This design comes from an exercise in tuning for small area and a short achievable clock period on the open sky130 flow, not from production work.
The RTL was checked by simulation tests, not by an equivalence proof against the original design.
No activity file was given, so power comes from the tool's default toggle rates.

==> v32: inputs <==
==> flow/design.v <==
  localparam int ADDR_W = 32;
  localparam int DATA_W = 32;
  localparam int BYTE_W = 8;
  localparam int BE_W   = DATA_W / BYTE_W;
  localparam int NR_BANKS   = 4;
  localparam int BANK_IDX_W = $clog2(NR_BANKS);
  localparam int BANK_WORDS = 64;
  localparam int BANK_SIZE  = BANK_WORDS * BE_W;
  localparam int WORD_LSB = $clog2(BE_W);
  localparam int WORD_W   = $clog2(BANK_WORDS);
  localparam int WORD_MSB = WORD_LSB + WORD_W - 1;
  localparam logic [31:0] MAP_START  = 32'h8000_0000;
  localparam logic [31:0] MAP_STRIDE = 32'h0000_1000;
  localparam logic [127:0] BANK_BASE = {
    32'h8000_3000,
    32'h8000_2000,
    32'h8000_1000,
    32'h8000_0000
  };
  localparam logic [31:0] BANK_MASK = 32'hFFFF_FF00;   
`timescale 1ns/1ps
`default_nettype none
module addr_decoder (
  input  logic         host_req_i,
  input  logic [31:0]  host_addr_i,
  input  logic         host_we_i,
  input  logic [3:0]   host_be_i,
  output logic         host_gnt_o,
  output logic         miss_o,
  output logic [255:0] rsel_o,
  output logic [1023:0] wen_o
);
  localparam int ADDR_W = 32;
  localparam int DATA_W = 32;
  localparam int BYTE_W = 8;
  localparam int BE_W   = DATA_W / BYTE_W;
  localparam int NR_BANKS   = 4;
  localparam int BANK_IDX_W = $clog2(NR_BANKS);
  localparam int BANK_WORDS = 64;
  localparam int BANK_SIZE  = BANK_WORDS * BE_W;
  localparam int WORD_LSB = $clog2(BE_W);
  localparam int WORD_W   = $clog2(BANK_WORDS);
  localparam int WORD_MSB = WORD_LSB + WORD_W - 1;
  localparam logic [31:0] MAP_START  = 32'h8000_0000;
  localparam logic [31:0] MAP_STRIDE = 32'h0000_1000;
  localparam logic [127:0] BANK_BASE = {
    32'h8000_3000,
    32'h8000_2000,
    32'h8000_1000,
    32'h8000_0000
  };
  localparam logic [31:0] BANK_MASK = 32'hFFFF_FF00;   
  logic       win;
  logic [3:0] bank_n;
  logic [15:0] bw_n;
  logic [7:0] hi_n;
  logic [7:0] lo_n;
  assign win = (host_addr_i[31:14] == 18'h20000) && (host_addr_i[11:8] == 4'h0);
  always_comb begin
    for (int k = 0; k < NR_BANKS; k++) begin
      bank_n[k] = ~(host_addr_i[13:12] == 2'(k));
      for (int b = 0; b < BE_W; b++) begin
        bw_n[k*BE_W + b] = ~(host_req_i && host_we_i && host_be_i[b] && win &&
                             (host_addr_i[13:12] == 2'(k)));
      end
    end
    for (int j = 0; j < 8; j++) begin
      hi_n[j] = ~(host_addr_i[7:5] == 3'(j));
      lo_n[j] = ~(host_addr_i[4:2] == 3'(j));
    end
  end
  for (genvar k = 0; k < NR_BANKS; k++) begin : g_bank
    for (genvar j = 0; j < 8; j++) begin : g_hi
      for (genvar i = 0; i < 8; i++) begin : g_lo
        localparam int W = k*64 + j*8 + i;
        logic sel_n;
        cell_nand3 u_seln (.a(~bank_n[k]), .b(~hi_n[j]), .c(~lo_n[i]), .y(sel_n));
        cell_inv u_rsel (.a(sel_n), .y(rsel_o[W]));
        for (genvar b = 0; b < BE_W; b++) begin : g_be
          cell_nor2 u_wen (.a(bw_n[k*BE_W + b]), .b(sel_n), .y(wen_o[W*BE_W + b]));
        end
      end
    end
  end
  assign miss_o = ~win;
  assign host_gnt_o = host_req_i;
endmodule
module cell_inv (
  input  logic a,
  output logic y
);
  assign y = ~a;
endmodule
`default_nettype wire
`timescale 1ns/1ps
`default_nettype none
module scratch_bank (
  input  logic        clk_sys_i,
  input  logic [3:0]  wen_i,
  input  logic [31:0] wdata_i,
  output logic [31:0] data_o
);
  localparam int ADDR_W = 32;
  localparam int DATA_W = 32;
  localparam int BYTE_W = 8;
  localparam int BE_W   = DATA_W / BYTE_W;
  localparam int NR_BANKS   = 4;
  localparam int BANK_IDX_W = $clog2(NR_BANKS);
  localparam int BANK_WORDS = 64;
  localparam int BANK_SIZE  = BANK_WORDS * BE_W;
  localparam int WORD_LSB = $clog2(BE_W);
  localparam int WORD_W   = $clog2(BANK_WORDS);
  localparam int WORD_MSB = WORD_LSB + WORD_W - 1;
  localparam logic [31:0] MAP_START  = 32'h8000_0000;
  localparam logic [31:0] MAP_STRIDE = 32'h0000_1000;
  localparam logic [127:0] BANK_BASE = {
    32'h8000_3000,
    32'h8000_2000,
    32'h8000_1000,
    32'h8000_0000
  };
  localparam logic [31:0] BANK_MASK = 32'hFFFF_FF00;   
  logic [DATA_W-1:0] data_q;
  always_ff @(posedge clk_sys_i) begin
    for (int b = 0; b < BE_W; b++) begin
      if (wen_i[b]) begin
        data_q[b*BYTE_W +: BYTE_W] <= wdata_i[b*BYTE_W +: BYTE_W];
      end
    end
  end
  assign data_o = data_q;
endmodule
`default_nettype wire
`timescale 1ns/1ps
`default_nettype none
module resp_mux (
  input  logic          clk_sys_i,
  input  logic          rst_sys_ni,
  input  logic          req_i,
  input  logic          miss_i,
  input  logic [255:0]  rsel_i,
  input  logic [8191:0] words_i,
  output logic          host_rvalid_o,
  output logic [31:0]   host_rdata_o,
  output logic          host_err_o
);
  localparam int ADDR_W = 32;
  localparam int DATA_W = 32;
  localparam int BYTE_W = 8;
  localparam int BE_W   = DATA_W / BYTE_W;
  localparam int NR_BANKS   = 4;
  localparam int BANK_IDX_W = $clog2(NR_BANKS);
  localparam int BANK_WORDS = 64;
  localparam int BANK_SIZE  = BANK_WORDS * BE_W;
  localparam int WORD_LSB = $clog2(BE_W);
  localparam int WORD_W   = $clog2(BANK_WORDS);
  localparam int WORD_MSB = WORD_LSB + WORD_W - 1;
  localparam logic [31:0] MAP_START  = 32'h8000_0000;
  localparam logic [31:0] MAP_STRIDE = 32'h0000_1000;
  localparam logic [127:0] BANK_BASE = {
    32'h8000_3000,
    32'h8000_2000,
    32'h8000_1000,
    32'h8000_0000
  };
  localparam logic [31:0] BANK_MASK = 32'hFFFF_FF00;   
  logic [DATA_W-1:0] rd;
  logic [DATA_W-1:0] rdata_q;
  logic              rvalid_q;
  logic              err_q;
  for (genvar b = 0; b < DATA_W; b++) begin : g_bit
    logic [85:0] l1_n;   
    logic [21:0] l2;     
    logic [5:0]  l3_n;   
    logic [1:0]  l4;     
    for (genvar g = 0; g < 85; g++) begin : g_l1
      cell_aoi222 u_l1 (
        .a1(rsel_i[3*g]),   .a2(words_i[(3*g)*DATA_W + b]),
        .b1(rsel_i[3*g+1]), .b2(words_i[(3*g+1)*DATA_W + b]),
        .c1(rsel_i[3*g+2]), .c2(words_i[(3*g+2)*DATA_W + b]),
        .y(l1_n[g]));
    end
    cell_nand2 u_l1_last (.a(rsel_i[255]), .b(words_i[255*DATA_W + b]), .y(l1_n[85]));
    for (genvar g = 0; g < 21; g++) begin : g_l2
      cell_nand4 u_l2 (.a(l1_n[4*g]), .b(l1_n[4*g+1]), .c(l1_n[4*g+2]), .d(l1_n[4*g+3]),
                       .y(l2[g]));
    end
    cell_nand2 u_l2_last (.a(l1_n[84]), .b(l1_n[85]), .y(l2[21]));
    for (genvar g = 0; g < 5; g++) begin : g_l3
      cell_nor4 u_l3 (.a(l2[4*g]), .b(l2[4*g+1]), .c(l2[4*g+2]), .d(l2[4*g+3]),
                      .y(l3_n[g]));
    end
    cell_nor2 u_l3_last (.a(l2[20]), .b(l2[21]), .y(l3_n[5]));
    cell_nand3 u_l4_0 (.a(l3_n[0]), .b(l3_n[1]), .c(l3_n[2]), .y(l4[0]));
    cell_nand3 u_l4_1 (.a(l3_n[3]), .b(l3_n[4]), .c(l3_n[5]), .y(l4[1]));
    assign rd[b] = (l4[0] | l4[1]) & ~miss_i;
  end
  always_ff @(posedge clk_sys_i) begin
    rdata_q <= rd;
  end
  always_ff @(posedge clk_sys_i or negedge rst_sys_ni) begin
    if (!rst_sys_ni) begin
      rvalid_q <= 1'b0;
      err_q    <= 1'b0;
    end else begin
      rvalid_q <= req_i;
      err_q    <= req_i & miss_i;
    end
  end
  assign host_rvalid_o = rvalid_q;
  assign host_rdata_o  = rdata_q;
  assign host_err_o    = err_q;
endmodule
module cell_aoi222 (
  input  logic a1, a2, b1, b2, c1, c2,
  output logic y
);
  assign y = ~((a1 & a2) | (b1 & b2) | (c1 & c2));
endmodule
module cell_nand4 (
  input  logic a, b, c, d,
  output logic y
);
  assign y = ~(a & b & c & d);
endmodule
module cell_nor4 (
  input  logic a, b, c, d,
  output logic y
);
  assign y = ~(a | b | c | d);
endmodule
module cell_nand3 (
  input  logic a, b, c,
  output logic y
);
  assign y = ~(a & b & c);
endmodule
module cell_nand2 (
  input  logic a, b,
  output logic y
);
  assign y = ~(a & b);
endmodule
module cell_nor2 (
  input  logic a, b,
  output logic y
);
  assign y = ~(a | b);
endmodule
`default_nettype wire
`timescale 1ns/1ps
`default_nettype none
module mem_bus_top (
  input  logic  clk_sys_i,
  input  logic  rst_sys_ni,
  input  logic  host_req_i,
  input  logic [31:0] host_addr_i,
  input  logic  host_we_i,
  input  logic [3:0]   host_be_i,
  input  logic [31:0] host_wdata_i,
  output logic  host_gnt_o,
  output logic  host_rvalid_o,
  output logic [31:0] host_rdata_o,
  output logic  host_err_o
);
  localparam int ADDR_W = 32;
  localparam int DATA_W = 32;
  localparam int BYTE_W = 8;
  localparam int BE_W   = DATA_W / BYTE_W;
  localparam int NR_BANKS   = 4;
  localparam int BANK_IDX_W = $clog2(NR_BANKS);
  localparam int BANK_WORDS = 64;
  localparam int BANK_SIZE  = BANK_WORDS * BE_W;
  localparam int WORD_LSB = $clog2(BE_W);
  localparam int WORD_W   = $clog2(BANK_WORDS);
  localparam int WORD_MSB = WORD_LSB + WORD_W - 1;
  localparam logic [31:0] MAP_START  = 32'h8000_0000;
  localparam logic [31:0] MAP_STRIDE = 32'h0000_1000;
  localparam logic [127:0] BANK_BASE = {
    32'h8000_3000,
    32'h8000_2000,
    32'h8000_1000,
    32'h8000_0000
  };
  localparam logic [31:0] BANK_MASK = 32'hFFFF_FF00;   
  localparam int NR_WORDS = NR_BANKS * BANK_WORDS;
  logic                     miss;
  logic [NR_WORDS-1:0]      rsel;
  logic [NR_WORDS*BE_W-1:0] wen;
  addr_decoder u_decoder (
    .host_req_i (host_req_i),
    .host_addr_i(host_addr_i),
    .host_we_i  (host_we_i),
    .host_be_i  (host_be_i),
    .host_gnt_o (host_gnt_o),
    .miss_o     (miss),
    .rsel_o     (rsel),
    .wen_o      (wen)
  );
  logic [NR_WORDS*DATA_W-1:0] words;
  for (genvar w = 0; w < NR_WORDS; w++) begin : g_word
    scratch_bank u_word (
      .clk_sys_i   (clk_sys_i),
      .wen_i       (wen[w*BE_W +: BE_W]),
      .wdata_i     (host_wdata_i),
      .data_o      (words[w*DATA_W +: DATA_W])
    );
  end
  resp_mux u_resp_mux (
    .clk_sys_i    (clk_sys_i),
    .rst_sys_ni   (rst_sys_ni),
    .req_i        (host_req_i),
    .miss_i       (miss),
    .rsel_i       (rsel),
    .words_i      (words),
    .host_rvalid_o(host_rvalid_o),
    .host_rdata_o (host_rdata_o),
    .host_err_o   (host_err_o)
  );
endmodule
`default_nettype wire
==> flow/run.sh <==
#!/bin/bash
# synth_recipe.tcl (not shown) runs the flow's synth.tcl, then flattens the netlist and writes it again
# the make line also repeats each setting of config.mk as NAME=value (left out here)
make -C /OpenROAD-flow-scripts/flow DESIGN_CONFIG=/design/flow/config.mk WORK_HOME=/design/flow/orfs CLKGATE_MAP_FILE= SYNTH_SCRIPT=/design/flow/synth_recipe.tcl finish
==> flow/config.mk <==
export PLATFORM = sky130hd
export DESIGN_NAME = mem_bus_top
export DESIGN_NICKNAME = mem_bus_top
export VERILOG_FILES = /design/flow/design.v
export SDC_FILE = /design/flow/constraint.sdc
export NUM_CORES = 4
export LEC_CHECK = 0
export CAP_MARGIN = 20
export CORE_MARGIN = 2
export CORE_UTILIZATION = 55
export CTS_CLUSTER_SIZE = 30
export PLACE_DENSITY = 0.7
export SETUP_SLACK_MARGIN = 2.0
export SLEW_MARGIN = 20
export SYNTH_HIERARCHICAL = 1
export SYNTH_MINIMUM_KEEP_SIZE = 0
==> flow/constraint.sdc <==
create_clock -name core_clock -period 5.0 [get_ports {clk_sys_i}]
set_input_delay 1.0000 -clock core_clock [delete_from_list [all_inputs] [get_ports {clk_sys_i}]]
set_output_delay 1.0000 -clock core_clock [all_outputs]
set_load 0.01 [all_outputs]
==> inputs of v30, as changes to v32 <==
--- a/flow/design.v
+++ b/flow/design.v
@@ -59,5 +59,5 @@
   always_comb begin
     for (int k = 0; k < NR_BANKS; k++) begin
-      bank_n[k] = ~(host_addr_i[13:12] == 2'(k));
+      bank_n[k] = ~(win && (host_addr_i[13:12] == 2'(k)));
       for (int b = 0; b < BE_W; b++) begin
         bw_n[k*BE_W + b] = ~(host_req_i && host_we_i && host_be_i[b] && win &&
@@ -194,5 +194,5 @@
     cell_nand3 u_l4_0 (.a(l3_n[0]), .b(l3_n[1]), .c(l3_n[2]), .y(l4[0]));
     cell_nand3 u_l4_1 (.a(l3_n[3]), .b(l3_n[4]), .c(l3_n[5]), .y(l4[1]));
-    assign rd[b] = (l4[0] | l4[1]) & ~miss_i;
+    assign rd[b] = l4[0] | l4[1];
   end
   always_ff @(posedge clk_sys_i) begin
--- a/flow/config.mk
+++ b/flow/config.mk
@@ -8,7 +8,6 @@
 export CAP_MARGIN = 20
 export CORE_MARGIN = 2
-export CORE_UTILIZATION = 55
+export CORE_UTILIZATION = 40
 export CTS_CLUSTER_SIZE = 30
-export PLACE_DENSITY = 0.7
 export SETUP_SLACK_MARGIN = 2.0
 export SLEW_MARGIN = 20
==> comparison <==
v32 produced a clean layout. v30 finished with timing, DRC and antenna clean. In v30 the hold slack is higher than in v32, by 0.014 ns. Between v30 and v32, the lower combinational power is in v30 (gap about 43%, measured against v32). Clock power: v32 is lower than v30 (about 0.9%). Between v32 and v30, the lower fmax is in v30 (gap about 12%, measured against v30). Of v30 and v32, v30 has the higher cell count (gap 15%, measured against v32). Of v32 and v30, v32 has the higher via count (gap about 0.4%, measured against v30). Between v32 and v30, the lower total power is in v30 (gap about 0.75%, measured against v30). Between v32 and v30, the lower utilization is in v30 (gap 16 points). Against v32, the wire length of v30 is higher by 4.4%.
==> figures <==
Run status: v32 finished clean; v30 finished clean
Highest fanout seen on the critical path: v32 8; v30 9
Relative contribution of the clock network to total power: v32 42.1%; v30 42.8%
Hpwl dp: v32 544 mm; v30 582 mm
Count of standard-cell rows: v32 265; v30 311
Relative max-transition margin: v32 10.6%; v30 15.2%
Met3 capacity usage during global routing: v32 9.66%; v30 5.31%
Share of the synthesized area in compound gates (AO/OA/AOI/OAI): v32 9.58%; v30 9.47%
Sw Share: v32 20.4%; v30 20.1%
Detailed route wirelength on metal3: v32 138 mm; v30 106 mm
Diode insertion count for antenna repair: v32 41; v30 116
Sequential share of power: v32 55.3%; v30 55.8%
Vias in the first global route: v32 162786; v30 165401
GRT Total Usage: v32 31.5%; v30 23.9%
Syn avg cell area: v32 21.2 um2; v30 21.2 um2
Met2 Usage GRT: v32 46.7%; v30 37.6%
Final layout net count: v32 16896; v30 17966
Worst slack, placed: v32 -0.353 ns; v30 -0.405 ns
Power dissipated by switching net loads: v32 0.0279 W; v30 0.0273 W
Critical path data arrival time: v32 4.44 ns; v30 4.79 ns

---

==> tundra: inputs <==
Starts from the design.v that is shown in full above.
clock: 5.0 ns
lec_check: 0
cap_margin: 10
core_margin: 2
core_utilization: 60
cts_cluster_size: 30
place_density: 0.75
setup_slack_margin: 2.0
slew_margin: 10
synth_hierarchical: 1
synth_minimum_keep_size: 0
run.sh (not shown) runs the stock make flow with config.mk's settings and CLKGATE_MAP_FILE= SYNTH_SCRIPT=/design/flow/synth_recipe.tcl, a recipe that flattens the netlist after the stock synthesis.
==> inputs of cedar, as changes to tundra <==
--- a/flow/design.v
+++ b/flow/design.v
@@ -166,35 +166,38 @@
   localparam logic [31:0] BANK_MASK = 32'hFFFF_FF00;   
-  logic [DATA_W-1:0] rd;
-  logic [DATA_W-1:0] rdata_q;
+  logic [NR_BANKS*DATA_W-1:0] part;
+  logic [NR_BANKS*DATA_W-1:0] part_q;
   logic              rvalid_q;
   logic              err_q;
-  for (genvar b = 0; b < DATA_W; b++) begin : g_bit
-    logic [85:0] l1_n;   
-    logic [21:0] l2;     
-    logic [5:0]  l3_n;   
-    logic [1:0]  l4;     
-    for (genvar g = 0; g < 85; g++) begin : g_l1
-      cell_aoi222 u_l1 (
-        .a1(rsel_i[3*g]),   .a2(words_i[(3*g)*DATA_W + b]),
-        .b1(rsel_i[3*g+1]), .b2(words_i[(3*g+1)*DATA_W + b]),
-        .c1(rsel_i[3*g+2]), .c2(words_i[(3*g+2)*DATA_W + b]),
-        .y(l1_n[g]));
+  for (genvar k = 0; k < NR_BANKS; k++) begin : g_bank
+    for (genvar b = 0; b < DATA_W; b++) begin : g_bit
+      localparam int W0 = k * BANK_WORDS;
+      logic [21:0] l1_n;   
+      logic [5:0]  l2;     
+      logic [1:0]  l3_n;   
+      for (genvar g = 0; g < 21; g++) begin : g_l1
+        cell_aoi222 u_l1 (
+          .a1(rsel_i[W0+3*g]),   .a2(words_i[(W0+3*g)*DATA_W + b]),
+          .b1(rsel_i[W0+3*g+1]), .b2(words_i[(W0+3*g+1)*DATA_W + b]),
+          .c1(rsel_i[W0+3*g+2]), .c2(words_i[(W0+3*g+2)*DATA_W + b]),
+          .y(l1_n[g]));
+      end
+      cell_nand2 u_l1_last (.a(rsel_i[W0+63]), .b(words_i[(W0+63)*DATA_W + b]), .y(l1_n[21]));
+      for (genvar g = 0; g < 5; g++) begin : g_l2
+        cell_nand4 u_l2 (.a(l1_n[4*g]), .b(l1_n[4*g+1]), .c(l1_n[4*g+2]), .d(l1_n[4*g+3]),
+                         .y(l2[g]));
+      end
+      cell_nand2 u_l2_last (.a(l1_n[20]), .b(l1_n[21]), .y(l2[5]));
+      cell_nor3 u_l3_0 (.a(l2[0]), .b(l2[1]), .c(l2[2]), .y(l3_n[0]));
+      cell_nor3 u_l3_1 (.a(l2[3]), .b(l2[4]), .c(l2[5]), .y(l3_n[1]));
+      assign part[k*DATA_W + b] = ~(l3_n[0] & l3_n[1]) & ~miss_i;
     end
-    cell_nand2 u_l1_last (.a(rsel_i[255]), .b(words_i[255*DATA_W + b]), .y(l1_n[85]));
-    for (genvar g = 0; g < 21; g++) begin : g_l2
-      cell_nand4 u_l2 (.a(l1_n[4*g]), .b(l1_n[4*g+1]), .c(l1_n[4*g+2]), .d(l1_n[4*g+3]),
-                       .y(l2[g]));
-    end
-    cell_nand2 u_l2_last (.a(l1_n[84]), .b(l1_n[85]), .y(l2[21]));
-    for (genvar g = 0; g < 5; g++) begin : g_l3
-      cell_nor4 u_l3 (.a(l2[4*g]), .b(l2[4*g+1]), .c(l2[4*g+2]), .d(l2[4*g+3]),
-                      .y(l3_n[g]));
-    end
-    cell_nor2 u_l3_last (.a(l2[20]), .b(l2[21]), .y(l3_n[5]));
-    cell_nand3 u_l4_0 (.a(l3_n[0]), .b(l3_n[1]), .c(l3_n[2]), .y(l4[0]));
-    cell_nand3 u_l4_1 (.a(l3_n[3]), .b(l3_n[4]), .c(l3_n[5]), .y(l4[1]));
-    assign rd[b] = (l4[0] | l4[1]) & ~miss_i;
   end
   always_ff @(posedge clk_sys_i) begin
-    rdata_q <= rd;
+    part_q <= part;
+  end
+  for (genvar b = 0; b < DATA_W; b++) begin : g_merge
+    logic [1:0] m_n;
+    cell_nor2 u_m0 (.a(part_q[0*DATA_W + b]), .b(part_q[1*DATA_W + b]), .y(m_n[0]));
+    cell_nor2 u_m1 (.a(part_q[2*DATA_W + b]), .b(part_q[3*DATA_W + b]), .y(m_n[1]));
+    cell_nand2 u_m2 (.a(m_n[0]), .b(m_n[1]), .y(host_rdata_o[b]));
   end
@@ -210,3 +213,2 @@
   assign host_rvalid_o = rvalid_q;
-  assign host_rdata_o  = rdata_q;
   assign host_err_o    = err_q;
@@ -225,7 +227,7 @@
 endmodule
-module cell_nor4 (
-  input  logic a, b, c, d,
+module cell_nor3 (
+  input  logic a, b, c,
   output logic y
 );
-  assign y = ~(a | b | c | d);
+  assign y = ~(a | b | c);
 endmodule
--- a/flow/config.mk
+++ b/flow/config.mk
@@ -7,9 +7,8 @@
 export LEC_CHECK = 0
-export CAP_MARGIN = 10
+export CAP_MARGIN = 20
 export CORE_MARGIN = 2
-export CORE_UTILIZATION = 60
-export CTS_CLUSTER_SIZE = 30
-export PLACE_DENSITY = 0.75
-export SETUP_SLACK_MARGIN = 2.0
-export SLEW_MARGIN = 10
+export CORE_UTILIZATION = 55
+export PLACE_DENSITY = 0.7
+export SETUP_SLACK_MARGIN = 1.7
+export SLEW_MARGIN = 20
 export SYNTH_HIERARCHICAL = 1
==> impl_metrics.ini <==
[run_status]
status = timing/DRC/antenna clean

[detailed_routing]
wl_um = 846200
wl_per_cell_um = 34.88

[worst_setup_path]
critPathMaxFanout = 1
crit_start = u_resp_mux.part_q[119]$_DFF_P_

[worst_hold_path]
worstHoldStart = host_wdata_i[8]

[floorplan]
dieArea_um2 = 534300

[power_and_ir_drop]
power_switching_uw = 27820
p_clk_frac = 0.425
p_seq_frac = 0.556
pg_seq_uw = 76600
switching_share = 0.2021

[global_route]
grt_max_degree = 133

[yosys]
syn_avg_cell_area_um2 = 20.77

[final_layout]
final_area_um2 = 341800
The numbers above come from cedar.

==> impl_metrics.ini <==
[worst_setup_path]
crit_start = host_addr_i[2]
critPathMaxFanout = 8

[run_status]
violations = capacitance limit, slew limit
status = failed layout checks

[yosys]
syn_avg_cell_area_um2 = 21.20

[power_and_ir_drop]
switching_share = 0.2041
p_seq_frac = 0.560
pg_seq_uw = 75800
p_clk_frac = 0.414

[worst_hold_path]
worstHoldStart = host_wdata_i[15]

[sta]
slew_viol_final = 114

[flow_run]
max_cap_violations = 2

[detailed_routing]
wl_per_cell_um = 38.10
The numbers above come from tundra.

==> port drivers added, routing unchanged <==
How much do the figures lean on ideal ports? The routed layouts below were timed once more, with nothing changed but the port constraints. Step 1 assumes that a clkbuf_16 drives the clock port and a buf_2 every other input. Step 2 moves the port delays by t, midway between the first and last clock arrival at a register: inputs arrive t later, outputs are due t later. That takes back most of the time a late clock gives input paths. a / b / c = ideal ports / drivers / drivers and shift; a / b = the first two.
| run | shift t [ns] | slack for setup (ns) | worst setup path after step 2 |
|---|---|---|---|
| v32 | 1.257 | 1.630 / 1.600 / 0.343 | input to register |
| v30 | 1.272 | 1.239 / 0.822 / -0.450 | input to register |
| tundra | 1.265 | 1.488 / 1.568 / 0.303 | input to register |
| cedar | 1.281 | 1.624 / 1.521 / 0.406 | input to register |
Met with ideal ports but missed after step 2: setup timing in v30. For v30, which loses most, drivers alone change the setup slack by -0.417 ns; drivers and shift together by -1.689 ns.
